Background: an optimization exercise with open tools, aiming at small area, a short achievable clock period and few clock cycles. Do not read the settings as production practice.
In this exercise RTL edits were held to simulation tests only and were not proved equivalent to the original.
Power figures rest on the tool's default switching activity, not on a simulated workload.

[config.mk]
export PLATFORM = sky130hd
export DESIGN_NAME = riscv_core
export DESIGN_NICKNAME = riscv_core
export VERILOG_FILES = /design/flow/design.v
export SDC_FILE = /design/flow/constraint.sdc
export NUM_CORES = 4
export LEC_CHECK = 0
export CAP_MARGIN = 40
export CORE_MARGIN = 2
export CORE_UTILIZATION = 40
export SETUP_SLACK_MARGIN = 5.0
export SLEW_MARGIN = 20
[constraint.sdc]
create_clock -name core_clock -period 10.0 [get_ports {CLK}]
set_input_delay 2.0000 -clock core_clock [delete_from_list [all_inputs] [get_ports {CLK}]]
set_output_delay 2.0000 -clock core_clock [all_outputs]
set_load 0.01 [all_outputs]
[design.v]
`timescale 1ns/1ns
package riscv_pkg;
    localparam logic [31:0] reset_sp = 32'h0000_1000;   
    function automatic logic [32:0] add32(input logic [31:0] a, input logic [31:0] b,
                                          input logic cin);
        logic [31:0] g;
        logic [31:0] p;
        logic [31:0] gg;
        logic [31:0] pp;
        g     = a & b;
        p     = a ^ b;
        gg    = g;
        pp    = p;
        gg[0] = g[0] | (p[0] & cin);
        for (int l = 0; l < 5; l++)
            for (int i = 0; i < 32; i++)
                if (((i >> l) & 1) == 1)
                begin
                    gg[i] = gg[i] | (pp[i] & gg[((i >> l) << l) - 1]);
                    pp[i] = pp[i] & pp[((i >> l) << l) - 1];
                end
        add32 = {gg[31], p ^ {gg[30:0], cin}};
    endfunction
endpackage
`timescale 1ns/1ns
module riscv_core
(
    input  logic        CLK,
    input  logic        rst,
    input  logic        hlt,      
    input  logic [31:0] idata,
    input  logic [31:0] datai,
    output logic [31:0] iaddr,
    output logic [31:0] datao,
    output logic [31:0] daddr,
    output logic [3:0]  be,
    output logic        wr,
    output logic        rd,
    output logic        idle
);
    logic [31:2] pc_f;               
    logic [31:1] rvalid;             
    logic        v_x;
    logic        x_load;
    logic        x_store;
    logic        x_br;
    logic        x_pred;             
    logic        x_jalr;             
    logic        x_neg;              
    logic        x_sra;              
    logic        x_alt;              
    logic        x_we;               
    logic [4:0]  x_rd;
    logic [2:0]  x_f3;               
    logic [2:0]  x_op;               
    logic [31:0] op1;
    logic [31:0] op2;                
    logic [31:0] x_sd;               
    logic [31:2] alt;                
    logic        v_m;
    logic        m_load;
    logic        m_store;
    logic        m_we;
    logic [4:0]  m_rd;
    logic [2:0]  m_f3;
    logic [31:0] m_val;              
    logic [31:0] m_sd;               
    logic [31:0] rf [1:31];
    logic [31:0] ld;
    logic [31:0] wb;
    logic [7:0]  lbyte;
    logic [15:0] lhalf;
    logic        m_wen;
    assign lbyte = datai[{m_val[1:0], 3'b000} +: 8];
    assign lhalf = m_val[1] ? datai[31:16] : datai[15:0];
    always_comb
    begin
        case (m_f3[1:0])
            2'd0:    ld = {{24{!m_f3[2] & lbyte[7]}}, lbyte};
            2'd1:    ld = {{16{!m_f3[2] & lhalf[15]}}, lhalf};
            default: ld = datai;
        endcase
    end
    assign wb    = m_load ? ld : m_val;
    assign m_wen = v_m & m_we;
    always_comb
    begin
        case (m_f3[1:0])
            2'd0:    be = 4'b0001 << m_val[1:0];
            2'd1:    be = m_val[1] ? 4'b1100 : 4'b0011;
            default: be = 4'b1111;
        endcase
    end
    assign daddr = m_val;
    assign datao = m_sd;
    assign rd    = v_m & m_load;
    assign wr    = v_m & m_store;
    assign idle  = !v_m;
    assign iaddr = {pc_f, 2'b00};
    logic [32:0] sum;
    logic [31:0] xr;
    logic        eq;
    logic        ltu;
    logic        lts;
    logic        cond;
    logic        mis;                
    logic [31:2] fix;                
    logic [4:0]  shamt;
    logic        sleft;
    logic [31:0] sin;
    logic [31:0] sout;
    logic [31:0] shr;
    logic [31:0] alu;
    logic [31:0] x_res;
    logic        x_wen;
    assign sum  = riscv_pkg::add32(op1, op2, x_neg);
    assign xr   = op1 ^ op2;
    assign eq   = &xr;               
    assign ltu  = !sum[32];
    assign lts  = (op1[31] == op2[31]) ? op1[31] : sum[31];
    always_comb
    begin
        case (x_f3[2:1])
            2'b00:   cond = eq;
            2'b10:   cond = lts;
            2'b11:   cond = ltu;
            default: cond = 1'b0;
        endcase
        cond = cond ^ x_f3[0];
    end
    assign mis = v_x & ((x_br & (cond ^ x_pred)) | x_jalr);
    assign fix = x_jalr ? sum[31:2] : alt;
    assign shamt = op2[4:0];
    assign sleft = !x_op[2];
    always_comb
        for (int i = 0; i < 32; i++)
            sin[i] = sleft ? op1[31-i] : op1[i];
    assign shr = $signed({x_sra & op1[31], sin}) >>> shamt;
    always_comb
        for (int i = 0; i < 32; i++)
            sout[i] = sleft ? shr[31-i] : shr[i];
    always_comb
    begin
        case (x_op)
            3'd0:    alu = sum[31:0];
            3'd1:    alu = sout;
            3'd2:    alu = {31'd0, lts};
            3'd3:    alu = {31'd0, ltu};
            3'd4:    alu = xr;
            3'd5:    alu = sout;
            3'd6:    alu = op1 | op2;
            default: alu = op1 & op2;
        endcase
    end
    assign x_res = x_alt ? {alt, 2'b00} : alu;
    assign x_wen = v_x & x_we;
    logic [4:0]  opc;
    logic [4:0]  rs1;
    logic [4:0]  rs2;
    logic [4:0]  rdi;
    logic [2:0]  f3;
    logic        d_lui;
    logic        d_auipc;
    logic        d_jal;
    logic        d_jalr;
    logic        d_br;
    logic        d_load;
    logic        d_store;
    logic        d_opi;
    logic        d_op;
    logic        d_neg;
    logic        d_x0;               
    logic        d_pred;             
    logic        use1;
    logic        use2;
    logic        stall;              
    logic [31:0] immi;
    logic [31:0] imms;
    logic [31:2] off;
    logic [31:2] inc;
    logic [31:2] tsum;
    logic [31:2] nf;
    logic [31:2] d_alt;
    logic [31:0] a1;                 
    logic [31:0] a2;
    logic [31:0] r1;
    logic [31:0] r2;
    assign opc = idata[6:2];
    assign rdi = idata[11:7];
    assign f3  = idata[14:12];
    assign rs1 = idata[19:15];
    assign rs2 = idata[24:20];
    assign d_lui   = (opc == 5'b01101);
    assign d_auipc = (opc == 5'b00101);
    assign d_jal   = (opc == 5'b11011);
    assign d_jalr  = (opc == 5'b11001);
    assign d_br    = (opc == 5'b11000);
    assign d_load  = (opc == 5'b00000);
    assign d_store = (opc == 5'b01000);
    assign d_opi   = (opc == 5'b00100);
    assign d_op    = (opc == 5'b01100);
    assign d_neg = d_br | ((d_op | d_opi) & (f3 == 3'd2 || f3 == 3'd3)) |
                   (d_op & f3 == 3'd0 & idata[30]);
    assign d_x0   = d_jalr & (rs1 == 5'd0);
    assign d_pred = d_jal | d_x0 | (d_br & idata[31]);    
    assign immi = {{21{idata[31]}}, idata[30:20]};
    assign imms = {{21{idata[31]}}, idata[30:25], idata[11:7]};
    always_comb
    begin
        if (d_br)
            off = {{20{idata[31]}}, idata[7], idata[30:25], idata[11:9]};
        else if (d_jal)
            off = {{12{idata[31]}}, idata[19:12], idata[20], idata[30:22]};
        else
            off = idata[31:12] << 10;
    end
    assign inc   = pc_f + 30'd1;
    assign tsum  = 30'(riscv_pkg::add32({pc_f, 2'b00}, {off, 2'b00}, 1'b0) >> 2);
    assign nf    = !d_pred ? inc : d_x0 ? immi[31:2] : tsum;
    assign d_alt = d_lui ? (idata[31:12] << 10) :
                   (d_auipc | (d_br & !idata[31])) ? tsum : inc;
    always_comb
    begin
        a1 = '0;
        a2 = '0;
        for (int i = 1; i < 32; i++)
        begin
            if (rs1 == 5'(i) && rvalid[i])
                a1 = a1 | rf[i];
            if (rs2 == 5'(i) && rvalid[i])
                a2 = a2 | rf[i];
        end
        if (rs1 == 5'd2 && !rvalid[2])
            a1 = riscv_pkg::reset_sp;
        if (rs2 == 5'd2 && !rvalid[2])
            a2 = riscv_pkg::reset_sp;
    end
    assign r1 = (x_wen && x_rd == rs1) ? x_res : (m_wen && m_rd == rs1) ? wb : a1;
    assign r2 = (x_wen && x_rd == rs2) ? x_res : (m_wen && m_rd == rs2) ? wb : a2;
    assign use1  = d_jalr | d_br | d_load | d_store | d_opi | d_op;
    assign use2  = d_br | d_store | d_op;
    assign stall = x_wen & x_load & ((use1 & x_rd == rs1) | (use2 & x_rd == rs2));
    always_ff @(posedge CLK)
    begin
        if (rst)
        begin
            v_x    <= 1'b0;
            v_m    <= 1'b0;
            pc_f   <= '0;
            rvalid <= '0;
        end
        else if (!hlt)
        begin
            v_x <= !mis & !stall;
            v_m <= v_x;
            if (mis)
                pc_f <= fix;
            else if (!stall)
                pc_f <= nf;
            if (m_wen)
                rvalid[m_rd] <= 1'b1;
        end
    end
    always_ff @(posedge CLK)
    begin
        if (!hlt)
        begin
            x_load  <= d_load;
            x_store <= d_store;
            x_br    <= d_br;
            x_pred  <= idata[31];
            x_jalr  <= d_jalr & !d_x0;
            x_neg   <= d_neg;
            x_sra   <= idata[30];
            x_alt   <= d_lui | d_auipc | d_jal | d_jalr;
            x_we    <= (d_lui | d_auipc | d_jal | d_jalr | d_load | d_opi | d_op) & (rdi != 5'd0);
            x_rd    <= rdi;
            x_f3    <= f3;
            x_op    <= (d_opi | d_op) ? f3 : 3'd0;
            alt     <= d_alt;
            op1     <= r1;
            op2     <= ((d_opi | d_load | d_jalr) ? immi : d_store ? imms : r2) ^ {32{d_neg}};
            x_sd    <= r2;
            m_load  <= x_load;
            m_store <= x_store;
            m_we    <= x_we;
            m_rd    <= x_rd;
            m_f3    <= x_f3;
            m_val   <= x_res;
            case (x_f3[1:0])
                2'd0:    m_sd <= {4{x_sd[7:0]}};
                2'd1:    m_sd <= {2{x_sd[15:0]}};
                default: m_sd <= x_sd;
            endcase
        end
    end
    always_ff @(posedge CLK)
    begin
        if (!hlt && m_wen)
            rf[m_rd] <= wb;
    end
endmodule
[run.sh]
#!/bin/bash
# synth_recipe.tcl (not shown) runs the flow's synth.tcl, then flattens the netlist and writes it again
# the make line also repeats each setting of config.mk as NAME=value (left out here)
make -C /OpenROAD-flow-scripts/flow DESIGN_CONFIG=/design/flow/config.mk WORK_HOME=/design/flow/orfs CLKGATE_MAP_FILE= SYNTH_SCRIPT=/design/flow/synth_recipe.tcl finish
==> results of run 1 <==
## routing by layer
layer,wire length [um],vias up
li1,-,23510
met1,111700,30020
met2,143900,6765
met3,56880,2221
met4,37660,33
met5,1026,-
## state kept, by name (all words and copies together), names as in the netlist, 30 cells and up
| name | count |
|---|---|
| rf | 992 |
| m_sd | 32 |
| m_val | 32 |
| op1 | 32 |
| op2 | 32 |
| x_sd | 32 |
| rvalid | 31 |
| alt | 30 |
| pc_f | 30 |
## critical path: cells and delay by family
kind | cells | cell delay (ns)
AOI/OAI and AO/OA | 4 | 1.28
buffers and inverters | 3 | 1.17
and+or+nand+nor | 4 | 1.10
xor gates and xnor gates | 1 | 0.14
## report_power, final
group          total (uW)  leakage [uW]  internal [uW]  switching (uW)
clock network        5300       0.00224           2940            2360
registers            6170        0.0117           6040             131
logic                1540        0.0137            515            1020
## worst max path at each step
stage / endpoint / slack (ns) / cells past startpoint
detailed placement: x_sd[1]$_DFFE_PN_ / 3.05 / 11
floorplan: pc_f[31]$_SDFFE_PP0P_ / 3.78 / 7
CTS: op2[8]$_DFFE_PN_ / 4.86 / 13
global route: pc_f[24]$_SDFFE_PP0P_ / 4.96 / 17
global placement: x_sd[1]$_DFFE_PN_ / 2.76 / 11
finish: op2[16]$_DFFE_PN_ / 4.86 / 12
## layout make-up
cell class              instances  area [sq um]  area share (%)
well taps                    2204          2758           3.473
clock buffers                 175          3666           4.617
multi-input cells            3856         28290           35.63
diodes                         25         62.56         0.07879
repair buffers                544          5430           6.839
inverters                     135         513.0          0.6461
flip-flops and latches       1276         37690           47.46
clock inverters                77         998.5           1.257
## kinds of logic after synthesis
kind of cell	count (synthesis)	share of synthesized area (%)
fa+ha+maj	115	2.257
mux	182	4.152
xor+xnor	129	1.684
flops	1276	56.18
other cells	1	0.005590
simple gates	1641	12.42
compound gates	1787	19.62
buf+inv	621	3.691
## through the flow
stage               total power [uW]  cells  hold WS, ns  instance area [sq um]
floorplan                       7044   5753       0.4003                  67230
global placement                7679   7887       0.4123                  72070
detailed placement              7712   7950       0.4206                  73130
CTS                            12900   8227       0.4508                  78550
global route                   13260   8269       0.4729                  79340
finish                         13000   8292       0.4581                  79400
## layout by cell type, fill, tap and decap left out, drive strengths merged, types with 146 or more instances in the layout
| cell | n |
|---|---|
| edfxtp | 1213 |
| a22oi | 591 |
| buf | 378 |
| nand3 | 356 |
| nor2 | 341 |
| nand2 | 304 |
| a21oi | 242 |
| and3 | 198 |
| clkbuf | 184 |
| o21ai | 160 |
| clkdlybuf4s50 | 146 |
## Yosys cell counts (29+ instances only)
| library cell | number |
|---|---|
| sky130_fd_sc_hd__inv_1 | 130 |
| sky130_fd_sc_hd__a21oi_1 | 238 |
| sky130_fd_sc_hd__a22o_1 | 115 |
| sky130_fd_sc_hd__ha_1 | 105 |
| sky130_fd_sc_hd__nor3_1 | 67 |
| sky130_fd_sc_hd__edfxtp_1 | 1213 |
| sky130_fd_sc_hd__nand2_1 | 304 |
| sky130_fd_sc_hd__clkbuf_1 | 370 |
| sky130_fd_sc_hd__and3_1 | 198 |
| sky130_fd_sc_hd__mux4_2 | 66 |
| sky130_fd_sc_hd__a2111oi_0 | 46 |
| sky130_fd_sc_hd__buf_2 | 54 |
| sky130_fd_sc_hd__and2_1 | 61 |
| sky130_fd_sc_hd__dfxtp_1 | 63 |
| sky130_fd_sc_hd__a222oi_1 | 70 |
| sky130_fd_sc_hd__xor2_1 | 48 |
| sky130_fd_sc_hd__buf_1 | 51 |
| sky130_fd_sc_hd__a211oi_1 | 74 |
| sky130_fd_sc_hd__a22oi_1 | 591 |
| sky130_fd_sc_hd__nand3_1 | 355 |
| sky130_fd_sc_hd__nor4_1 | 60 |
| sky130_fd_sc_hd__a21o_1 | 44 |
| sky130_fd_sc_hd__o21ai_0 | 153 |
| sky130_fd_sc_hd__o211ai_1 | 45 |
| sky130_fd_sc_hd__nor2_1 | 341 |
| sky130_fd_sc_hd__xnor2_1 | 81 |
| sky130_fd_sc_hd__a31oi_1 | 47 |
| sky130_fd_sc_hd__nand4_1 | 70 |
| sky130_fd_sc_hd__a221oi_1 | 117 |
| sky130_fd_sc_hd__mux2_2 | 32 |
| sky130_fd_sc_hd__nand2b_1 | 29 |
| sky130_fd_sc_hd__mux2i_1 | 78 |
## what timing repair did
| action | in CTS | in global routing |
|---|---|---|
| setup buffers | 25 | 30 |
| hold buffers | 0 | 0 |
| resized for setup | 167 | 123 |
| setup endpoints to repair | 127 | 87 |
| pin swaps | 15 | 33 |
==> results.cfg, run 1 <==
[timing]
post-route-period-util_pct = 51.39
unrepaired_setup_endpoints_after_global_routing = yes
tightestPinTransition_ns = 1.078
max_freq_mhz = 194.6
final.setup_skew_ns = 0.08680
fin_crit_ns = 5.139
tns_ns = 0
finalSetupViolations = 0
slew_viol_final = 0
finalHoldViolations = 0
fin_ws_ns = 4.861
maxSlewHeadroom_pct = 28.10

[clock_tree]
tritoncts = done
clock_sinks = 1276
cts.clk_slew.worst_paths_ns = 0.06
clockBufferDepth = 3
cts-root-buf = sky130_fd_sc_hd__clkbuf_16
cts_buffers = 140
clkLatencyLatePin_ns = 0.85
cts_htree_levels = 4

[synthesis]
ys.warnings.count = 1
synth.area.top_cells = sky130_fd_sc_hd__edfxtp_1 (54%), sky130_fd_sc_hd__a22oi_1 (6.6%), sky130_fd_sc_hd__nand3_1 (2.6%), sky130_fd_sc_hd__mux4_2 (2.2%), sky130_fd_sc_hd__clkbuf_1 (2.1%)
synthDominantAreaCellType = sky130_fd_sc_hd__edfxtp_1
mappedNetlistArea_sq_um = 67090
netlist-cell-type-count = 98
async_reset_ff_share_pct = 0
dominantRegCellSynth = sky130_fd_sc_hd__edfxtp_1
synth-edff-count = 1213
synth.avg_cell_area_sq_um = 11.66
synthCells = 5752
synth_top_area_share_pct = 54.30
postSynthRegisterBits = 1276
seq_area_frac_synth_pct = 56.18

[floorplan]
die-width_um = 413.5
fp.coreArea_sq_um = 166800
die-area_sq_um = 171000
rows = 150
boundaryPins = 170
initial_utilization_pct = 40.21
floorplan.die.height_um = 413.5

[drt]
dr_total_vias = 62550
detail_route.wirelength_um = 351100
detail_route.wl_per_cell_um = 42.34
detailedRoute.firstIterationViolations = 14220
detail_route.first_pass.iterations = 14
antenna_left = 0
viasPerCell = 7.543
drc_errors = 0

[critical_path]
r2r-start = op2[1]$_DFFE_PN_
endpoint_of_the_lowest_slack_register_to_register_path = op2[16]$_DFFE_PN_
max_stage_delay_ns = 0.60
end_kind = register
worstSetupPathType = input pin to register
reg2reg_depth = 20
critical_path.cell_chain = clkdlybuf4s50_1 -> buf_12 -> and3b_4 -> and2_2 -> buf_6 -> a2111oi_0 -> and3_1 -> a31oi_1 -> nor2_1 -> a2bb2oi_1 -> a21oi_1 -> xnor2_1
reg2reg_setup_slack_ns = 5.03
crit_fanout = 18
timing.critical_path.required_ns = 10.59
timing.critical_path.arrival_ns = 5.73
startpoint = idata[20]
timing.critical_path.from_type = input pin
crit_path_top_delay_cell = sky130_fd_sc_hd__a31oi_1

[grt]
grtUsageMet3_pct = 18.02
global_route.usage.met1_pct = 45.63
top_usage_layer = met2
groute.layer.met2.usage_pct = 57.06
grt_start_max_net_pins = 157
grtUsageTotal_pct = 39.75
number_of_antenna_violations_at_the_first_check_in_global_routing = 30
vias_in_the_first_global_route = 57590
overflow = 0
global_route_wire_length_before_repair_um = 468800

[layout]
utilization_pct = 47.59
fin_nets = 6135
layout-drive-gt1-share_pct = 15.88
final.fill_count = 14770
syn2layout_area_growth_pct = 18.36

[outcome]
run_status = timing/DRC/antenna clean

[pwr]
power.leakage_uw = 0.02763
irDropWorstVdd_uv = 143.1
power_density_nw_per_um2 = 163.7

[worst_hold_path]
worstHoldEndpoint = m_load$_DFFE_PN_
min_path_cells = 0
holdCritStartpoint = x_load$_DFFE_PN_
holdCritPathClass = register to register

[place]
port_buffers = 165
post-dp-hpwl_um = 220100
gp_congestion = 1.022
dp_worst_setup_slack_ns = 3.053

[run]
max_cap_violations = 0
Testbench counts, summed over its fixed seeds: cycles 22,579.
==> inputs of run 2 (changes only) <==
--- a/design.v
+++ b/design.v
@@ -39,6 +39,9 @@
     output logic        idle
 );
     logic [31:2] pc_f;               
+    logic        v_d;
+    logic [31:0] ir;
+    logic [31:2] pc_d;
     logic [31:1] rvalid;             
     logic        v_x;
     logic        x_load;
@@ -65,6 +68,9 @@
     logic [2:0]  m_f3;
     logic [31:0] m_val;              
     logic [31:0] m_sd;               
+    logic [3:0]  m_be;
+    logic        m_rdo;              
+    logic        m_wro;              
     logic [31:0] rf [1:31];
     logic [31:0] ld;
     logic [31:0] wb;
@@ -83,18 +89,11 @@
     end
     assign wb    = m_load ? ld : m_val;
     assign m_wen = v_m & m_we;
-    always_comb
-    begin
-        case (m_f3[1:0])
-            2'd0:    be = 4'b0001 << m_val[1:0];
-            2'd1:    be = m_val[1] ? 4'b1100 : 4'b0011;
-            default: be = 4'b1111;
-        endcase
-    end
+    assign be    = m_be;
     assign daddr = m_val;
     assign datao = m_sd;
-    assign rd    = v_m & m_load;
-    assign wr    = v_m & m_store;
+    assign rd    = m_rdo;
+    assign wr    = m_wro;
     assign idle  = !v_m;
     assign iaddr = {pc_f, 2'b00};
     logic [32:0] sum;
@@ -154,6 +153,17 @@
     end
     assign x_res = x_alt ? {alt, 2'b00} : alu;
     assign x_wen = v_x & x_we;
+    logic        f_x0;               
+    logic        f_back;             
+    logic [10:0] f_lo;               
+    logic [31:12] hi_m1;
+    logic [31:2] nf;
+    assign f_x0   = (idata[6:2] == 5'b11001) & (idata[19:15] == 5'd0);
+    assign f_back = (idata[6:2] == 5'b11000) & idata[31];
+    assign f_lo  = {1'b0, pc_f[11:2]} + {1'b0, idata[7], idata[30:25], idata[11:9]};
+    assign hi_m1 = pc_f[31:12] - 20'd1;
+    assign nf    = f_back ? {f_lo[10] ? pc_f[31:12] : hi_m1, f_lo[9:0]} :
+                   f_x0   ? {{21{idata[31]}}, idata[30:22]} : pc_f + 30'd1;
     logic [4:0]  opc;
     logic [4:0]  rs1;
     logic [4:0]  rs2;
@@ -177,19 +187,18 @@
     logic [31:0] immi;
     logic [31:0] imms;
     logic [31:2] off;
-    logic [31:2] inc;
+    logic [31:2] inc;                
     logic [31:2] tsum;
-    logic [31:2] nf;
     logic [31:2] d_alt;
     logic [31:0] a1;                 
     logic [31:0] a2;
     logic [31:0] r1;
     logic [31:0] r2;
-    assign opc = idata[6:2];
-    assign rdi = idata[11:7];
-    assign f3  = idata[14:12];
-    assign rs1 = idata[19:15];
-    assign rs2 = idata[24:20];
+    assign opc = ir[6:2];
+    assign rdi = ir[11:7];
+    assign f3  = ir[14:12];
+    assign rs1 = ir[19:15];
+    assign rs2 = ir[24:20];
     assign d_lui   = (opc == 5'b01101);
     assign d_auipc = (opc == 5'b00101);
     assign d_jal   = (opc == 5'b11011);
@@ -200,25 +209,24 @@
     assign d_opi   = (opc == 5'b00100);
     assign d_op    = (opc == 5'b01100);
     assign d_neg = d_br | ((d_op | d_opi) & (f3 == 3'd2 || f3 == 3'd3)) |
-                   (d_op & f3 == 3'd0 & idata[30]);
+                   (d_op & f3 == 3'd0 & ir[30]);
     assign d_x0   = d_jalr & (rs1 == 5'd0);
-    assign d_pred = d_jal | d_x0 | (d_br & idata[31]);    
-    assign immi = {{21{idata[31]}}, idata[30:20]};
-    assign imms = {{21{idata[31]}}, idata[30:25], idata[11:7]};
+    assign d_pred = d_jal | d_x0 | (d_br & ir[31]);       
+    assign immi = {{21{ir[31]}}, ir[30:20]};
+    assign imms = {{21{ir[31]}}, ir[30:25], ir[11:7]};
     always_comb
     begin
         if (d_br)
-            off = {{20{idata[31]}}, idata[7], idata[30:25], idata[11:9]};
+            off = {{20{ir[31]}}, ir[7], ir[30:25], ir[11:9]};
         else if (d_jal)
-            off = {{12{idata[31]}}, idata[19:12], idata[20], idata[30:22]};
+            off = {{12{ir[31]}}, ir[19:12], ir[20], ir[30:22]};
         else
-            off = idata[31:12] << 10;
+            off = ir[31:12] << 10;
     end
-    assign inc   = pc_f + 30'd1;
-    assign tsum  = 30'(riscv_pkg::add32({pc_f, 2'b00}, {off, 2'b00}, 1'b0) >> 2);
-    assign nf    = !d_pred ? inc : d_x0 ? immi[31:2] : tsum;
-    assign d_alt = d_lui ? (idata[31:12] << 10) :
-                   (d_auipc | (d_br & !idata[31])) ? tsum : inc;
+    assign inc   = pc_d + 30'd1;
+    assign tsum  = 30'(riscv_pkg::add32({pc_d, 2'b00}, {off, 2'b00}, 1'b0) >> 2);
+    assign d_alt = d_lui ? (ir[31:12] << 10) :
+                   (d_auipc | (d_br & !ir[31])) ? tsum : inc;
     always_comb
     begin
         a1 = '0;
@@ -244,34 +252,84 @@
     begin
         if (rst)
         begin
+            v_d    <= 1'b0;
             v_x    <= 1'b0;
             v_m    <= 1'b0;
+            m_rdo  <= 1'b0;
+            m_wro  <= 1'b0;
             pc_f   <= '0;
             rvalid <= '0;
         end
         else if (!hlt)
         begin
-            v_x <= !mis & !stall;
-            v_m <= v_x;
+            v_m   <= v_x;
+            m_rdo <= v_x & x_load;
+            m_wro <= v_x & x_store;
             if (mis)
-                pc_f <= fix;
-            else if (!stall)
+            begin
+                pc_f <= fix;                      
+                v_d  <= 1'b0;
+                v_x  <= 1'b0;
+            end
+            else if (stall)
+                v_x  <= 1'b0;                     
+            else if (v_d & d_jal)
+            begin
+                pc_f <= tsum;                     
+                v_d  <= 1'b0;
+                v_x  <= 1'b1;
+            end
+            else
+            begin
                 pc_f <= nf;
+                v_d  <= 1'b1;
+                v_x  <= v_d;
+            end
             if (m_wen)
                 rvalid[m_rd] <= 1'b1;
         end
     end
     always_ff @(posedge CLK)
     begin
+        if (!hlt && !stall)
+        begin
+            ir   <= idata;
+            pc_d <= pc_f;
+        end
+    end
+    always_ff @(posedge CLK)
+    begin
+        if (!hlt)
+        begin
+            m_load  <= x_load;
+            m_store <= x_store;
+            m_we    <= x_we;
+            m_rd    <= x_rd;
+            m_f3    <= x_f3;
+            m_val   <= x_res;
+            case (x_f3[1:0])
+                2'd0:    m_be <= 4'b0001 << x_res[1:0];
+                2'd1:    m_be <= x_res[1] ? 4'b1100 : 4'b0011;
+                default: m_be <= 4'b1111;
+            endcase
+            case (x_f3[1:0])
+                2'd0:    m_sd <= {4{x_sd[7:0]}};
+                2'd1:    m_sd <= {2{x_sd[15:0]}};
+                default: m_sd <= x_sd;
+            endcase
+        end
+    end
+    always_ff @(posedge CLK)
+    begin
         if (!hlt)
         begin
             x_load  <= d_load;
             x_store <= d_store;
             x_br    <= d_br;
-            x_pred  <= idata[31];
+            x_pred  <= ir[31];
             x_jalr  <= d_jalr & !d_x0;
             x_neg   <= d_neg;
-            x_sra   <= idata[30];
+            x_sra   <= ir[30];
             x_alt   <= d_lui | d_auipc | d_jal | d_jalr;
             x_we    <= (d_lui | d_auipc | d_jal | d_jalr | d_load | d_opi | d_op) & (rdi != 5'd0);
             x_rd    <= rdi;
@@ -281,17 +339,6 @@
             op1     <= r1;
             op2     <= ((d_opi | d_load | d_jalr) ? immi : d_store ? imms : r2) ^ {32{d_neg}};
             x_sd    <= r2;
-            m_load  <= x_load;
-            m_store <= x_store;
-            m_we    <= x_we;
-            m_rd    <= x_rd;
-            m_f3    <= x_f3;
-            m_val   <= x_res;
-            case (x_f3[1:0])
-                2'd0:    m_sd <= {4{x_sd[7:0]}};
-                2'd1:    m_sd <= {2{x_sd[15:0]}};
-                default: m_sd <= x_sd;
-            endcase
         end
     end
     always_ff @(posedge CLK)
==> flow/run.sh (new file) <==
#!/bin/bash
# Standard ORFS layout (the standard.sh), with two changes to how it is made:
# the port buffers are buf_4 instead of the smallest buffer, and timing repair aims
# for 6 ns of setup slack at the design's 10 ns clock.
set -euo pipefail
bash standard.sh SETUP_SLACK_MARGIN=6 'BUFFER_PORTS_ARGS=-buffer_cell sky130_fd_sc_hd__buf_4' finish > make_finish.log 2>&1
==> standard.sh (new file) <==
#!/bin/bash
# synth_recipe.tcl (not shown) runs the flow's synth.tcl, then flattens the netlist and writes it again
# the make line also repeats each setting of config.mk as NAME=value (left out here)
make -C /OpenROAD-flow-scripts/flow DESIGN_CONFIG=/design/flow/config.mk WORK_HOME=/design/flow/orfs CLKGATE_MAP_FILE= SYNTH_SCRIPT=/design/flow/synth_recipe.tcl "${@:-finish}"
--- a/config.mk
+++ b/config.mk
@@ -8,5 +8,6 @@
 export CAP_MARGIN = 40
 export CORE_MARGIN = 2
 export CORE_UTILIZATION = 40
-export SETUP_SLACK_MARGIN = 5.0
+export CTS_CLUSTER_DIAMETER = 100
+export CTS_CLUSTER_SIZE = 24
 export SLEW_MARGIN = 20
removed: run.sh
==> results.cfg, run 2 <==
[outcome]
run_status = timing/DRC/antenna clean

[layout]
final.fill_count = 15220
largest_register = rf
largest_reg_flops = 992
final_design_area_no_fill_sq_um = 78970
final_common_cell = sky130_fd_sc_hd__edfxtp_1
layout.area.seq_sq_um = 39640
mostFrequentLayoutCells = sky130_fd_sc_hd__edfxtp_1 (1,276), sky130_fd_sc_hd__buf_4 (459), sky130_fd_sc_hd__a22oi_1 (397)
syn2layout_area_growth_pct = 15.38
multi_input_comb_area_sq_um = 28060
layout-drive-gt1-share_pct = 18.71
fin_nets = 6089

[drt]
viasPerCell = 7.453
detail_route.first_pass.iterations = 13
antenna_left = 0
dr_total_vias = 60730
detail_route.wl_per_cell_um = 41.43
drc_errors = 0
detail_route.wirelength_um = 337600
detailedRoute.firstIterationViolations = 13030

[clock_tree]
tritoncts = done
clkLatencyLatePin_ns = 0.75
cts_htree_levels = 3
cts.clk_slew.worst_paths_ns = 0.10
cts_hold_repair.buffers = 0
cts_buffers = 72
clock_sinks = 1342
clockBufferDepth = 3
cts-root-buf = sky130_fd_sc_hd__clkbuf_16

[synthesis]
yosys.cell_count.top_type = sky130_fd_sc_hd__edfxtp_1
postSynthRegisterBits = 1342
mappedNetlistArea_sq_um = 68450
synth.avg_cell_area_sq_um = 12.00
synth.area.top_cells = sky130_fd_sc_hd__edfxtp_1 (56%), sky130_fd_sc_hd__a22oi_1 (4.4%), sky130_fd_sc_hd__a221oi_1 (3.6%), sky130_fd_sc_hd__a22o_1 (3.4%), sky130_fd_sc_hd__a21oi_1 (2.4%)
netlist-cell-type-count = 97
dominantRegCellSynth = sky130_fd_sc_hd__edfxtp_1
synthCells = 5706
synth-edff-count = 1276
ys.warnings.count = 1
async_reset_ff_share_pct = 0
post_synth_most_frequent_cells = sky130_fd_sc_hd__edfxtp_1 (1,276), sky130_fd_sc_hd__a22oi_1 (397), sky130_fd_sc_hd__clkbuf_1 (380), sky130_fd_sc_hd__nor2_1 (337), sky130_fd_sc_hd__a21oi_1 (325)
seq_area_frac_synth_pct = 57.91
synthDominantAreaCellType = sky130_fd_sc_hd__edfxtp_1
synth_top_area_share_pct = 55.98

[critical_path]
crit_fanout = 14
end_kind = register
endpoint_of_the_lowest_slack_register_to_register_path = x_sd[7]$_DFFE_PN_
r2r-start = op2[3]$_DFFE_PN_
worstSetupPathType = register to register
reg2reg_depth = 16
timing.critical_path.arrival_ns = 4.62
timing.critical_path.from_type = register
reg2reg_setup_slack_ns = 5.86
timing.critical_path.required_ns = 10.48

[timing]
tns_ns = 0
finalSetupViolations = 0
post-route-period-util_pct = 41.44
final.setup_skew_ns = 0.06176
unrepaired_setup_endpoints_after_global_routing = yes
fin_crit_ns = 4.144
max_freq_mhz = 241.3
maxSlewHeadroom_pct = 27.25
tightestPinTransition_ns = 1.091
finalHoldViolations = 0
slew_viol_final = 0

[grt]
vias_in_the_first_global_route = 55560
grtUsageTotal_pct = 37.00
grt_start_max_net_pins = 173
global_route_wire_length_before_repair_um = 450600
number_of_antenna_violations_at_the_first_check_in_global_routing = 19
overflow = 0

[floorplan]
boundaryPins = 170
die-width_um = 417.7
rows = 151
fp.coreArea_sq_um = 169700
initial_utilization_pct = 40.34
floorplan.die.height_um = 417.7
die-area_sq_um = 174400

[pwr]
power.leakage_uw = 0.02689
power_density_nw_per_um2 = 144.7
irDropWorstVdd_uv = 128.4
overall_power_consumption_uw = 11430

[worst_hold_path]
holdCritPathClass = register to register
holdCritStartpoint = rvalid[14]$_SDFFE_PP0P_
min_path_cells = 2
worstHoldEndpoint = rvalid[14]$_SDFFE_PP0P_

[run]
max_cap_violations = 0

[place]
post-dp-hpwl_um = 205600
port_buffers = 165
placed_area_sq_um = 73590
gp_congestion = 1.017
[run 2: changes by cell type in the layout (fill, tap and decap cells not counted), moves of 24 or more]
cell                              change
sky130_fd_sc_hd__a21oi_1             +52
sky130_fd_sc_hd__a22o_1             +150
sky130_fd_sc_hd__clkbuf_16           -64
sky130_fd_sc_hd__nand4_1             +33
sky130_fd_sc_hd__a2111oi_0           -25
sky130_fd_sc_hd__a221oi_1           +162
sky130_fd_sc_hd__and3_1             -123
sky130_fd_sc_hd__clkdlybuf4s50_1    -146
sky130_fd_sc_hd__clkbuf_1            -24
sky130_fd_sc_hd__a22oi_1            -192
sky130_fd_sc_hd__clkinv_1            -29
sky130_fd_sc_hd__nand3_1            -137
sky130_fd_sc_hd__edfxtp_1            +63
sky130_fd_sc_hd__buf_4              +188
[run 2: how the worst max path moves through the flow]
stage                           startpoint                     to  cells after the start
after floorplan                        hlt  pc_f[23]$_SDFFE_PP0P_                      7
after global placement    op2[3]$_DFFE_PN_      op2[26]$_DFFE_PN_                     15
after detailed placement  op2[3]$_DFFE_PN_      op2[16]$_DFFE_PN_                     16
after CTS                 ir[21]$_DFFE_PP_       op2[2]$_DFFE_PN_                     11
after global routing             datai[31]      op2[20]$_DFFE_PN_                     11
final                     op2[3]$_DFFE_PN_      x_sd[7]$_DFFE_PN_                     16
[run 2: final cells by class]
class / count / share of cell area (%)
diodes: 9 / 0.02852
clock buffers: 82 / 2.356
clock inverters: 21 / 0.4183
inverters: 144 / 0.7241
multi-input cells: 3748 / 35.53
flip-flops and latches: 1342 / 50.19
well taps: 2218 / 3.514
repair buffers: 584 / 7.236
[run 2: cells by family (layout without fill, tap and decap cells)]
group	Yosys count	in the layout	synth area share, %
compound gates	1926	1928	20.78
simple gates	1370	1371	9.860
other cells	1	11	0.005479
xor+xnor	160	160	2.047
flops	1342	1342	57.91
fa+ha+maj	130	130	2.497
buf+inv	621	831	3.601
mux	156	157	3.294
[run 2: through the flow]
stage	util [%]	std cells	setup WS (ns)	hold WS [ns]
floorplan	-	5707	3.854	0.4206
global placement	42.80	7781	4.603	0.4709
detailed placement	43.38	7841	4.617	0.4831
CTS	45.57	8039	5.882	0.5111
global route	46.54	8140	5.824	0.5193
finish	46.55	8148	5.856	0.5174
[run 2: repair_timing]
| item | in CTS | in global routing |
|---|---|---|
| setup buffers | 83 | 78 |
| gates cloned | 12 | 7 |
| gates resized for setup | 148 | 153 |
| endpoints found under the setup margin | 164 | 93 |
| pin swaps | 20 | 40 |
[run 2: worst max-delay path, cell delays in order (launching register included)]
cell,delay [ns]
sky130_fd_sc_hd__edfxtp_1,0.43
sky130_fd_sc_hd__buf_12,0.17
sky130_fd_sc_hd__clkinvlp_4,0.13
sky130_fd_sc_hd__buf_6,0.18
sky130_fd_sc_hd__ha_4,0.32
sky130_fd_sc_hd__nand3b_1,0.21
sky130_fd_sc_hd__buf_4,0.20
sky130_fd_sc_hd__buf_4,0.12
sky130_fd_sc_hd__a21boi_0,0.29
sky130_fd_sc_hd__o211ai_1,0.12
sky130_fd_sc_hd__nand2_1,0.09
sky130_fd_sc_hd__xor2_1,0.11
sky130_fd_sc_hd__o21ai_0,0.50
sky130_fd_sc_hd__nand3_1,0.39
sky130_fd_sc_hd__mux2_2,0.41
sky130_fd_sc_hd__nor2_1,0.10
sky130_fd_sc_hd__nor2_1,0.09
[run 2: power by group]
group / internal (uW) / leakage [uW] / switching [uW] / total [uW]
sequential: 6330 / 0.0123 / 137 / 6460
combinational: 554 / 0.0135 / 991 / 1540
clock: 1400 / 0.00106 / 2020 / 3420
total: 8280 / 0.0269 / 3150 / 11400
[run 2: routing by layer]
layer  global-route usage, %  share of wire (%)  vias to the layer above
met5                   1.139               0.15                        -
met2                   54.78                 42                     6140
met3                   14.73                 16                     1738
li1                        -                  -                    23270
met1                   43.90                 33                    29560
met4                   25.69                9.5                       25
Testbench counts of run 2, summed over its fixed seeds: cycles 23,754.
==> inputs of run 3 (changes only) <==
--- a/design.v
+++ b/design.v
@@ -216,12 +216,12 @@
     assign imms = {{21{ir[31]}}, ir[30:25], ir[11:7]};
     always_comb
     begin
-        if (d_br)
-            off = {{20{ir[31]}}, ir[7], ir[30:25], ir[11:9]};
-        else if (d_jal)
-            off = {{12{ir[31]}}, ir[19:12], ir[20], ir[30:22]};
+        if (ir[3])
+            off = {{12{ir[31]}}, ir[19:12], ir[20], ir[30:22]};      
+        else if (ir[6])
+            off = {{20{ir[31]}}, ir[7], ir[30:25], ir[11:9]};        
         else
-            off = ir[31:12] << 10;
+            off = ir[31:12] << 10;                                   
     end
     assign inc   = pc_d + 30'd1;
     assign tsum  = 30'(riscv_pkg::add32({pc_d, 2'b00}, {off, 2'b00}, 1'b0) >> 2);
@@ -285,8 +285,9 @@
                 v_d  <= 1'b1;
                 v_x  <= v_d;
             end
-            if (m_wen)
-                rvalid[m_rd] <= 1'b1;
+            for (int i = 1; i < 32; i++)
+                if (m_wen && m_rd == 5'(i))
+                    rvalid[i] <= 1'b1;
         end
     end
     always_ff @(posedge CLK)
==> flow/run.sh (replaced) <==
#!/bin/bash
# Standard ORFS layout (the standard.sh), with two changes to how it is made:
# the port buffers are buf_4 instead of the smallest buffer, and timing repair aims
# for 6.2 ns of setup slack at the design's 10 ns clock.
set -euo pipefail
bash standard.sh SETUP_SLACK_MARGIN=6.2 'BUFFER_PORTS_ARGS=-buffer_cell sky130_fd_sc_hd__buf_4' finish > make_finish.log 2>&1
==> results.cfg, run 3 <==
[critical_path]
r2r-start = ir[20]$_DFFE_PP_
startpoint = ir[20]$_DFFE_PP_
critPathTopFamily = simple AND/OR/NAND/NOR gates
timing.critical_path.required_ns = 10.39
crit_path_top_delay_cell = sky130_fd_sc_hd__or4_1
critPathBufInv = 2
timing.critical_path.arrival_ns = 4.43
timing.critical_path.from_type = register
max_stage_delay_ns = 0.83
critical_path.cell_chain = buf_4 -> and3b_1 -> and3_2 -> buf_6 -> a22o_1 -> a221oi_1 -> nand3_1 -> or4_1 -> a221oi_4 -> o31a_1 -> xnor2_2
crit_fanout = 22
worstSetupPathType = register to register
end_kind = register

[floorplan]
initial_utilization_pct = 40.23
fp.coreArea_sq_um = 167000
rows = 150
die-width_um = 413.9
die-area_sq_um = 171300
boundaryPins = 170
floorplan.die.height_um = 413.9

[synthesis]
synth_top_family_by_area = compound AO/OA/AOI/OAI gates
post_synth_mux_area_share_pct = 3.394
seq_area_frac_synth_pct = 58.99
synth.area.top_cells = sky130_fd_sc_hd__edfxtp_1 (57%), sky130_fd_sc_hd__a221oi_1 (4.2%), sky130_fd_sc_hd__a22o_1 (4.1%), sky130_fd_sc_hd__a22oi_1 (3.5%), sky130_fd_sc_hd__a21oi_1 (2.1%)
yosys.cell_count.top_type = sky130_fd_sc_hd__edfxtp_1
synth_compound_area_share_pct = 20.85
mappedNetlistArea_sq_um = 67200
yosys.area_share.simple_pct = 8.908
synthCells = 5492
synth_fa_ha_area_share_pct = 2.301
synth_top_area_share_pct = 57.02
synth_xor_xnor_area_share_pct = 2.059
async_reset_ff_share_pct = 0
synth-edff-count = 1276
dominantRegCellSynth = sky130_fd_sc_hd__edfxtp_1
netlist-cell-type-count = 92
postSynthRegisterBits = 1342
synth.avg_cell_area_sq_um = 12.24
synthDominantAreaCellType = sky130_fd_sc_hd__edfxtp_1
post_synth_most_frequent_cells = sky130_fd_sc_hd__edfxtp_1 (1,276), sky130_fd_sc_hd__clkbuf_1 (372), sky130_fd_sc_hd__nor2_1 (351), sky130_fd_sc_hd__a221oi_1 (320), sky130_fd_sc_hd__a22o_1 (317)
ys.warnings.count = 1

[layout]
final_common_cell = sky130_fd_sc_hd__edfxtp_1
syn2layout_area_growth_pct = 17.72
largest_reg_flops = 992
mostFrequentLayoutCells = sky130_fd_sc_hd__edfxtp_1 (1,276), sky130_fd_sc_hd__buf_4 (507), sky130_fd_sc_hd__a22o_1 (317)
number_of_standard_cells_in_the_layout_taps_in_and_fillers_out = 7997
final_design_area_no_fill_sq_um = 79100
layout-drive-gt1-share_pct = 21.92
largest_register = rf
fin_nets = 5939

[clock_tree]
clkLatencyLatePin_ns = 0.75
cts.clk_slew.worst_paths_ns = 0.11
cts_htree_levels = 3
clock_sinks = 1342
tritoncts = done
clockBufferDepth = 3
cts-root-buf = sky130_fd_sc_hd__clkbuf_16
cts_hold_repair.buffers = 0
cts_buffers = 70

[drt]
viasPerCell = 7.405
antenna_left = 0
detail_route.first_pass.iterations = 10
detail_route.wl_per_cell_um = 41.35
drc_errors = 0
detail_route.wirelength_um = 330700
detailedRoute.firstIterationViolations = 12760
dr_total_vias = 59210

[timing]
fin_crit_ns = 4.041
maxSlewHeadroom_pct = 29.79
tightestPinTransition_ns = 1.053
max_freq_mhz = 247.5
unrepaired_setup_endpoints_after_global_routing = yes
finalSetupViolations = 0
slew_viol_final = 0
tns_ns = 0
post-route-period-util_pct = 40.41
final.setup_skew_ns = 0.07539
finalHoldViolations = 0

[pwr]
power.leakage_uw = 0.02712
power_density_nw_per_um2 = 144.1
irDropWorstVdd_uv = 128.8

[worst_hold_path]
holdCritStartpoint = x_store$_DFFE_PN_
holdCritPathClass = register to register

[place]
placed_area_sq_um = 72390
place.detailed.instances = 7624
post-dp-hpwl_um = 199800
gp_congestion = 1.015
port_buffers = 165

[run]
max_cap_violations = 0

[grt]
grtUsageTotal_pct = 37.04
grt_start_max_net_pins = 145
number_of_antenna_violations_at_the_first_check_in_global_routing = 16
overflow = 0
vias_in_the_first_global_route = 54300
global_route_wire_length_before_repair_um = 441500

[outcome]
run_status = timing/DRC/antenna clean
-- run 3: cell count changes in the layout (fill, tap and decap cells not counted), sizes merged, moves of 17 or more --
cell,change
nand3,-63
a21oi,-34
nor3,+21
a22o,+52
mux2i,+17
and2,-19
o221ai,+30
a221oi,+34
a22oi,-85
nand2,-30
buf,+74
-- run 3: worst min-delay path: stages, from the launching register on --
cell and delay [ns]:
sky130_fd_sc_hd__edfxtp_1 0.34, sky130_fd_sc_hd__a22oi_1 0.06, sky130_fd_sc_hd__nor2_1 0.08
-- run 3: layout make-up --
type	count	area (sq um)
repair buffers	651	6421
diodes	9	22.52
clock buffers	82	1797
inverters	135	543.0
fillers	14720	87930
multi-input cells	3555	27640
well taps	2204	2758
flip-flops and latches	1342	39640
clock inverters	19	290.3
-- run 3: what timing repair did --
item                                    in CTS  in global routing
gates cloned                                10                  4
setup buffers                              152                 86
pin swaps                                   73                 93
endpoints found under the setup margin     250                259
resized for setup                          276                188
-- run 3: metal layers --
metal	vias up	GRT usage, %	part of all wire [%]
met2	6157	54.45	42
li1	22630	-	-
met4	24	25.41	9.3
met5	-	0.3674	0.14
met3	1798	15.63	16
met1	28610	43.84	32
-- run 3: power by group --
| group | total (uW) | leakage (uW) | switching, uW | internal, uW |
|---|---|---|---|---|
| combinational | 1630 | 0.0138 | 1020 | 612 |
| clock | 3310 | 0.00101 | 1970 | 1340 |
| sequential | 6460 | 0.0123 | 136 | 6330 |
| total | 11400 | 0.0271 | 3120 | 8280 |
-- run 3: final timing paths --
check	to	slack, ns	cells past startpoint
setup / recovery	op2[27]$_DFFE_PN_	5.96	11
hold / removal	m_wro$_SDFFE_PP0N_	0.50	2
setup reg to reg	op2[27]$_DFFE_PN_	5.96	11
hold reg to reg	m_wro$_SDFFE_PP0N_	0.50	2
-- run 3: cells by family after synthesis --
kind of cell / Yosys count
compound gates: 1866
xor+xnor: 158
fa+ha+maj: 117
buf+inv: 598
flops: 1342
mux: 168
other cells: 1
simple gates: 1242
-- run 3: metrics by stage --
stage | total power [uW] | util (%) | hold slack, ns | setup WS [ns]
final | 11400 | 47.36 | 0.4967 | 5.959
after global routing | 11620 | 47.35 | 0.5243 | 5.916
after CTS | 11190 | 46.23 | 0.4873 | 6.043
after detailed placement | 7861 | 43.34 | 0.4680 | 4.731
after global placement | 7835 | 42.78 | 0.4551 | 4.548
after floorplan | 7305 | - | 0.4244 | 4.146
Testbench counts of run 3, summed over its fixed seeds: cycles 23,754.
==> inputs of run 4 (changes only) <==
--- a/config.mk
+++ b/config.mk
@@ -5,7 +5,7 @@
 export SDC_FILE = /design/flow/constraint.sdc
 export NUM_CORES = 4
 export LEC_CHECK = 0
-export CAP_MARGIN = 40
+export CAP_MARGIN = 20
 export CORE_MARGIN = 2
 export CORE_UTILIZATION = 40
 export CTS_CLUSTER_DIAMETER = 100
==> results.cfg, run 4 <==
[worst_hold_path]
min_path_cells = 2
holdCritPathClass = register to register

[synthesis]
synthDominantAreaCellType = sky130_fd_sc_hd__edfxtp_1
netlist-cell-type-count = 92
mappedNetlistArea_sq_um = 67200
post_synth_most_frequent_cells = sky130_fd_sc_hd__edfxtp_1 (1,276), sky130_fd_sc_hd__clkbuf_1 (372), sky130_fd_sc_hd__nor2_1 (351), sky130_fd_sc_hd__a221oi_1 (320), sky130_fd_sc_hd__a22o_1 (317)
dominantRegCellSynth = sky130_fd_sc_hd__edfxtp_1
synth_top_area_share_pct = 57.02
yosys.cell_count.top_type = sky130_fd_sc_hd__edfxtp_1
seq_area_frac_synth_pct = 58.99
synth.area.top_cells = sky130_fd_sc_hd__edfxtp_1 (57%), sky130_fd_sc_hd__a221oi_1 (4.2%), sky130_fd_sc_hd__a22o_1 (4.1%), sky130_fd_sc_hd__a22oi_1 (3.5%), sky130_fd_sc_hd__a21oi_1 (2.1%)
postSynthRegisterBits = 1342
ys.warnings.count = 1
synthCells = 5492
synth-edff-count = 1276
synth.avg_cell_area_sq_um = 12.24
async_reset_ff_share_pct = 0

[critical_path]
worstSetupPathType = register to register
timing.critical_path.required_ns = 10.48
crit_path_top_delay_cell = sky130_fd_sc_hd__fa_2
end_kind = register
critPathBufInv = 5
max_stage_delay_ns = 0.56
critPathTopFamily = adder cells
timing.critical_path.from_type = register
timing.critical_path.arrival_ns = 4.62
critical_path.cell_chain = buf_12 -> fa_2 -> inv_2 -> fa_2 -> nand3b_1 -> a21oi_2 -> buf_4 -> nor2_4 -> fa_2 -> nor2_2 -> a21oi_2 -> o221ai_1 -> a21oi_1 -> nor3_2 -> a21oi_2 -> buf_6 -> a22oi_2 -> buf_6 -> mux2i_2 -> xnor2_1
reg2reg_depth = 20
crit_fanout = 4
worst-path-stages = 20

[pwr]
power.leakage_uw = 0.02685
share_of_total_power_in_combinational_logic_pct = 14.4
switchingPower_uw = 3114
power.share.sequential_pct = 56.7
clock_power_share_pct = 28.9
power.switching_fraction_pct = 27.28
overall_power_consumption_uw = 11410
internal_power_uw = 8299
irDropWorstVdd_uv = 131.9
power_density_nw_per_um2 = 145.2

[clock_tree]
clkLatencyLatePin_ns = 0.75
cts_buffers = 69
cts_hold_repair.buffers = 0
tritoncts = done
cts-root-buf = sky130_fd_sc_hd__clkbuf_16
clockBufferDepth = 3
cts.clk_slew.worst_paths_ns = 0.11
cts_htree_levels = 3
clock_sinks = 1342

[timing]
tightestPinTransition_ns = 1.220
maxSlewHeadroom_pct = 18.37
tns_ns = 0
slew_viol_final = 0
finalSetupViolations = 0
post-route-period-util_pct = 41.35
whs_ns = 0.4965
fin_crit_ns = 4.135
finalHoldViolations = 0
max_freq_mhz = 241.8
final.setup_skew_ns = 0.03896
unrepaired_setup_endpoints_after_global_routing = yes

[floorplan]
die-width_um = 413.9
initial_utilization_pct = 40.23
boundaryPins = 170
floorplan.die.height_um = 413.9
die-area_sq_um = 171300
fp.coreArea_sq_um = 167000
rows = 150

[drt]
drc_errors = 0
detailedRoute.firstIterationViolations = 13380
antenna_left = 0
dr_total_vias = 58880
detail_route.first_pass.iterations = 14
detail_route.wirelength_um = 332200
viasPerCell = 7.399
detail_route.wl_per_cell_um = 41.75

[grt]
overflow = 0
grt_start_max_net_pins = 145
global_route_wire_length_before_repair_um = 441000
grtUsageTotal_pct = 37.06
number_of_antenna_violations_at_the_first_check_in_global_routing = 13
vias_in_the_first_global_route = 53760

[layout]
largest_register = rf
syn2layout_area_growth_pct = 16.99
layout-drive-gt1-share_pct = 22.33
mostFrequentLayoutCells = sky130_fd_sc_hd__edfxtp_1 (1,276), sky130_fd_sc_hd__buf_4 (496), sky130_fd_sc_hd__a22o_1 (317)
fin_nets = 5900
final_common_cell = sky130_fd_sc_hd__edfxtp_1
utilization_pct = 47.07
largest_reg_flops = 992
number_of_standard_cells_in_the_layout_taps_in_and_fillers_out = 7958
final.fill_count = 14740

[run]
max_cap_violations = 0

[place]
gp_congestion = 1.015
post-dp-hpwl_um = 192000
port_buffers = 165
place.detailed.instances = 7572

[outcome]
run_status = timing/DRC/antenna clean
-- run 4: changes by cell type in the layout (fill, tap and decap cells not counted), moves of 7 or more --
cell / change
sky130_fd_sc_hd__o21ai_0: -11
sky130_fd_sc_hd__a21oi_1: -9
sky130_fd_sc_hd__buf_2: -7
sky130_fd_sc_hd__buf_4: -11
sky130_fd_sc_hd__buf_16: -27
sky130_fd_sc_hd__a21oi_2: +13
sky130_fd_sc_hd__nor3_4: +8
sky130_fd_sc_hd__nor3_1: -9
-- run 4: cell families (layout without fill, tap and decap cells) --
| group | count (synthesis) | in the layout | synth area share, % |
|---|---|---|---|
| flops | 1342 | 1342 | 58.99 |
| simple gates | 1242 | 1242 | 8.908 |
| compound gates | 1866 | 1872 | 20.85 |
| other cells | 1 | 11 | 0.005581 |
| mux | 168 | 168 | 3.394 |
| buf+inv | 598 | 844 | 3.493 |
| fa+ha+maj | 117 | 117 | 2.301 |
| xor+xnor | 158 | 158 | 2.059 |
-- run 4: cell type report --
type	count	area, sq um	area share [%]
timing repair buffer	607	5512	7.011
clock buffer	84	1826	2.322
sequential	1342	39640	50.42
inverter	135	545.5	0.6939
tap	2204	2758	3.508
multi-input combinational	3559	28070	35.71
antenna	9	22.52	0.02865
clock inverter	16	232.7	0.2960
timing repair inverter	2	12.51	0.01591
-- run 4: timing repair --
item,4_1_cts,5_1_grt
pin swaps,80,111
buffers inserted,143,113
gates resized for setup,301,284
gates cloned,12,9
endpoints found under the setup margin,349,340
-- run 4: worst min-delay path: stages (launching register included) --
cell and delay [ns]:
sky130_fd_sc_hd__dfxtp_1 0.35, sky130_fd_sc_hd__nor2_1 0.05, sky130_fd_sc_hd__nor2_1 0.07
-- run 4: final timing paths --
path                                         startpoint                       to  slack, ns
worst min register to register  rvalid[25]$_SDFFE_PP0P_  rvalid[25]$_SDFFE_PP0P_       0.50
worst max register to register         op2[0]$_DFFE_PN_         op2[8]$_DFFE_PN_       5.86
worst min-delay path            rvalid[25]$_SDFFE_PP0P_  rvalid[25]$_SDFFE_PP0P_       0.50
worst max-delay path                   op2[0]$_DFFE_PN_         op2[8]$_DFFE_PN_       5.86
-- run 4: layer usage --
layer | vias to the layer above | GRT usage (%) | routed length [um]
met1 | 28460 | 43.96 | 108100
met3 | 1817 | 15.97 | 54800
li1 | 22550 | - | -
met2 | 6032 | 54.37 | 138300
met5 | - | 0.6218 | 658
met4 | 24 | 24.88 | 30400
-- run 4: power groups by stage --
| stage | sequential [uW] | clock, uW | combinational [uW] |
|---|---|---|---|
| final | 6470 | 3300 | 1640 |
| after global routing | 6470 | 3470 | 1700 |
| after CTS | 6470 | 3290 | 1430 |
| after detailed placement | 6610 | 0 | 1230 |
| after global placement | 6610 | 0 | 1220 |
| after floorplan | 6520 | 0 | 785 |
-- run 4: metrics by stage --
stage	worst slack [ns]	instance area, sq um
after floorplan	4.146	67910
final	5.865	78620
after global routing	5.834	78600
after CTS	5.979	76350
after global placement	4.548	71450
after detailed placement	4.732	71470
==> inputs of run 5 (changes only) <==
--- a/design.v
+++ b/design.v
@@ -111,6 +111,7 @@
     logic [31:0] shr;
     logic [31:0] alu;
     logic [31:0] x_res;
+    logic        x_zero;
     logic        x_wen;
     assign sum  = riscv_pkg::add32(op1, op2, x_neg);
     assign xr   = op1 ^ op2;
@@ -152,6 +153,7 @@
         endcase
     end
     assign x_res = x_alt ? {alt, 2'b00} : alu;
+    assign x_zero = &((op1 ^ op2) ~^ {op1[30:0] | op2[30:0], x_neg});
     assign x_wen = v_x & x_we;
     logic        f_x0;               
     logic        f_back;             
@@ -192,6 +194,10 @@
     logic [31:2] d_alt;
     logic [31:0] a1;                 
     logic [31:0] a2;
+    logic        d_eqbr;
+    logic        d_tk;
+    logic        d_fix;              
+    logic [31:2] d_tgt;
     logic [31:0] r1;
     logic [31:0] r2;
     assign opc = ir[6:2];
@@ -248,6 +254,11 @@
     assign use1  = d_jalr | d_br | d_load | d_store | d_opi | d_op;
     assign use2  = d_br | d_store | d_op;
     assign stall = x_wen & x_load & ((use1 & x_rd == rs1) | (use2 & x_rd == rs2));
+    assign d_eqbr = d_br & (f3[2:1] == 2'b00) & (rs2 == 5'd0) & x_wen & (x_rd == rs1) &
+                    (x_op == 3'd0) & !x_alt & !x_load;
+    assign d_tk   = x_zero ^ f3[0];
+    assign d_fix  = v_d & ((d_eqbr & (d_tk ^ ir[31])) | d_jal);
+    assign d_tgt  = (d_jal | d_tk) ? tsum : inc;
     always_ff @(posedge CLK)
     begin
         if (rst)
@@ -273,9 +284,9 @@
             end
             else if (stall)
                 v_x  <= 1'b0;                     
-            else if (v_d & d_jal)
+            else if (d_fix)
             begin
-                pc_f <= tsum;                     
+                pc_f <= d_tgt;                    
                 v_d  <= 1'b0;
                 v_x  <= 1'b1;
             end
@@ -327,7 +338,7 @@
             x_load  <= d_load;
             x_store <= d_store;
             x_br    <= d_br;
-            x_pred  <= ir[31];
+            x_pred  <= d_eqbr ? d_tk : ir[31];
             x_jalr  <= d_jalr & !d_x0;
             x_neg   <= d_neg;
             x_sra   <= ir[30];
--- a/config.mk
+++ b/config.mk
@@ -5,7 +5,7 @@
 export SDC_FILE = /design/flow/constraint.sdc
 export NUM_CORES = 4
 export LEC_CHECK = 0
-export CAP_MARGIN = 20
+export CAP_MARGIN = 40
 export CORE_MARGIN = 2
 export CORE_UTILIZATION = 40
 export CTS_CLUSTER_DIAMETER = 100
==> results.cfg, run 5 <==
[critical_path]
worst-path-stages = 19
max_stage_delay_ns = 0.41
worstSetupPathType = register to register
critPathBufInv = 7
timing.critical_path.arrival_ns = 4.65
critPathTopFamily = compound AO/OA/AOI/OAI gates
end_kind = register
crit_fanout = 3
most_frequent_cell_on_the_critical_path = sky130_fd_sc_hd__buf_4
timing.critical_path.required_ns = 10.49
reg2reg_depth = 19
crit_path_top_delay_cell = sky130_fd_sc_hd__edfxtp_1
critical_path.cell_chain = buf_12 -> fa_2 -> inv_2 -> fa_2 -> nand3b_1 -> a21boi_4 -> buf_4 -> buf_6 -> buf_4 -> buf_4 -> o211ai_1 -> a31oi_1 -> xnor2_1 -> o21ai_1 -> o32ai_2 -> buf_4 -> a22oi_2 -> a21oi_2 -> xnor2_1
timing.critical_path.from_type = register

[drt]
antenna_left = 0
detail_route.first_pass.iterations = 14
dr_total_vias = 61420
drc_errors = 0
viasPerCell = 7.462
detail_route.wirelength_um = 347400
detail_route.wl_per_cell_um = 42.21
detailedRoute.firstIterationViolations = 13590

[floorplan]
die-width_um = 417.8
die-area_sq_um = 174500
floorplan.die.height_um = 417.8
initial_utilization_pct = 40.36
rows = 151
boundaryPins = 170
fp.coreArea_sq_um = 169700

[layout]
largest_reg_flops = 992
syn2layout_area_growth_pct = 18.90
multi_input_comb_area_sq_um = 29660
final.fill_count = 14940
utilization_pct = 47.99
layout-drive-gt1-share_pct = 22.69
final_common_cell = sky130_fd_sc_hd__edfxtp_1
fin_nets = 6155
largest_register = rf
final_design_area_no_fill_sq_um = 81420
layout.area.seq_sq_um = 39640
mostFrequentLayoutCells = sky130_fd_sc_hd__edfxtp_1 (1,276), sky130_fd_sc_hd__a22oi_1 (500), sky130_fd_sc_hd__buf_4 (451)

[place]
port_buffers = 165
placed_area_sq_um = 74050
gp_congestion = 1.030
post-dp-hpwl_um = 208700

[grt]
number_of_antenna_violations_at_the_first_check_in_global_routing = 23
grt_start_max_net_pins = 66
overflow = 0
grtUsageTotal_pct = 38.11
global_route_wire_length_before_repair_um = 462400
vias_in_the_first_global_route = 56340

[pwr]
power.leakage_uw = 0.02786
irDropWorstVdd_uv = 125.0
power_density_nw_per_um2 = 143.2
overall_power_consumption_uw = 11660

[synthesis]
synth.area.top_cells = sky130_fd_sc_hd__edfxtp_1 (56%), sky130_fd_sc_hd__a22oi_1 (5.6%), sky130_fd_sc_hd__a221oi_1 (2.7%), sky130_fd_sc_hd__a22o_1 (2.7%), sky130_fd_sc_hd__nand2_1 (2.1%)
synthDominantAreaCellType = sky130_fd_sc_hd__edfxtp_1
postSynthRegisterBits = 1342
synth_top_area_share_pct = 55.95
mappedNetlistArea_sq_um = 68480
synthCells = 5705
seq_area_frac_synth_pct = 57.88
yosys.cell_count.top_type = sky130_fd_sc_hd__edfxtp_1
synth.avg_cell_area_sq_um = 12.00
async_reset_ff_share_pct = 0
netlist-cell-type-count = 106
dominantRegCellSynth = sky130_fd_sc_hd__edfxtp_1
ys.warnings.count = 1
synth-edff-count = 1276
post_synth_most_frequent_cells = sky130_fd_sc_hd__edfxtp_1 (1,276), sky130_fd_sc_hd__a22oi_1 (508), sky130_fd_sc_hd__nand2_1 (391), sky130_fd_sc_hd__clkbuf_1 (370), sky130_fd_sc_hd__nor2_1 (354)

[clock_tree]
tritoncts = done
clock_sinks = 1342
cts-root-buf = sky130_fd_sc_hd__clkbuf_16
cts_htree_levels = 3
cts_hold_repair.buffers = 0
cts_buffers = 70
clkLatencyLatePin_ns = 0.78
clockBufferDepth = 3
cts.clk_slew.worst_paths_ns = 0.11

[run]
max_cap_violations = 0

[timing]
maxSlewHeadroom_pct = 25.20
unrepaired_setup_endpoints_after_global_routing = yes
tightestPinTransition_ns = 1.122
finalHoldViolations = 0
whs_ns = 0.5091
max_freq_mhz = 240.6
slew_viol_final = 0
finalSetupViolations = 0
fin_crit_ns = 4.157
final.setup_skew_ns = 0.04920
post-route-period-util_pct = 41.57
tns_ns = 0

[worst_hold_path]
holdCritPathClass = register to register
min_path_cells = 2

[outcome]
run_status = timing/DRC/antenna clean
-- run 5: power breakdown --
part           leakage (uW)  switching, uW  internal [uW]
combinational        0.0145           1110            675
sequential           0.0123            141           6330
clock               0.00104           1980           1430
total                0.0279           3230           8430
-- run 5: cell families after synthesis --
logic type / after synthesis / synth area share (%)
buf+inv: 614 / 3.554
flops: 1342 / 57.88
fa+ha+maj: 117 / 2.258
simple gates: 1445 / 10.23
other cells: 1 / 0.005476
mux: 190 / 4.151
xor+xnor: 180 / 2.313
compound gates: 1816 / 19.61
-- run 5: what timing repair did --
item,in CTS,in global routing
endpoints found under the setup margin,302,212
buffers inserted,154,67
gates resized for setup,375,228
gates cloned,16,5
pin swaps,112,111
-- run 5: per-stage QoR --
stage,std cells,setup WS [ns]
2_1_floorplan,5706,4.003
3_3_place_gp,7798,4.663
3_5_place_dp,7859,4.656
4_1_cts,8128,5.835
5_1_grt,8217,5.819
6_report,8231,5.843
-- run 5: final timing paths --
kind	slack, ns	end	startpoint
worst max-delay path	5.84	op2[18]$_DFFE_PN_	op2[0]$_DFFE_PN_
worst min-delay path	0.51	rvalid[9]$_SDFFE_PP0P_	rvalid[9]$_SDFFE_PP0P_
worst max register to register	5.84	op2[18]$_DFFE_PN_	op2[0]$_DFFE_PN_
worst min register to register	0.51	rvalid[9]$_SDFFE_PP0P_	rvalid[9]$_SDFFE_PP0P_
-- run 5: layer usage --
layer	vias up	global-route usage (%)	wire, um
met3	1881	16.06	56390
met5	-	0.3890	626
met4	36	27.11	32600
met2	6259	54.92	143300
li1	23240	-	-
met1	30000	45.75	114500
-- run 5: layout make-up --
cell class              instances  share of cell area (%)
well taps                    2218                   3.408
diodes                         15                 0.04610
inverters                     149                  0.7069
clock inverters                18                  0.3534
repair buffers                645                   8.103
clock buffers                  81                   2.280
multi-input cells            3763                   36.42
flip-flops and latches       1342                   48.68
-- run 5: worst reg2reg max path, cell delays in order (launching register included) --
cell and delay [ns]:
sky130_fd_sc_hd__edfxtp_1 0.41, sky130_fd_sc_hd__buf_12 0.13, sky130_fd_sc_hd__fa_2 0.19, sky130_fd_sc_hd__inv_2 0.04
sky130_fd_sc_hd__fa_2 0.38, sky130_fd_sc_hd__nand3b_1 0.26, sky130_fd_sc_hd__a21boi_4 0.30, sky130_fd_sc_hd__buf_4 0.17
sky130_fd_sc_hd__buf_6 0.09, sky130_fd_sc_hd__buf_4 0.11, sky130_fd_sc_hd__buf_4 0.13, sky130_fd_sc_hd__o211ai_1 0.17
sky130_fd_sc_hd__a31oi_1 0.24, sky130_fd_sc_hd__xnor2_1 0.12, sky130_fd_sc_hd__o21ai_1 0.18, sky130_fd_sc_hd__o32ai_2 0.11
sky130_fd_sc_hd__buf_4 0.21, sky130_fd_sc_hd__a22oi_2 0.41, sky130_fd_sc_hd__a21oi_2 0.11, sky130_fd_sc_hd__xnor2_1 0.15
Testbench counts of run 5, summed over its fixed seeds: cycles 23,295.

==> separate check: timing with driven ports <==
The results above use ideal ports. As a check the final layouts listed here were re-extracted and re-timed, cells and wires unchanged.
Step 1, drivers: a clkbuf_16 drives CLK and a buf_2 each remaining input, both assumed.
Step 2 moves the port delays by t, midway between the first and last clock arrival at a register: inputs arrive t later, outputs are due t later. That takes back most of the time a late clock gives input paths.
Three values: no drivers, after step 1, after step 2; two values: the first two.
run	t (ns)	setup WS [ns]	worst setup path at the end	latest minus earliest clock arrival (ns)
run 1	0.901	4.861 / 4.822 / 3.921	input to register	0.107 / 0.107
run 2	0.806	5.856 / 5.856 / 5.223	input to register	0.071 / 0.072
run 3	0.788	5.959 / 5.959 / 5.375	input to register	0.079 / 0.079
run 4	0.812	5.865 / 5.865 / 5.375	input to register	0.042 / 0.042
run 5	0.834	5.843 / 5.843 / 5.161	input to register	0.060 / 0.061
After both steps setup and hold are still met in every run listed. For run 1, which loses most, drivers alone change the setup slack by -0.039 ns; drivers and shift together by -0.940 ns.
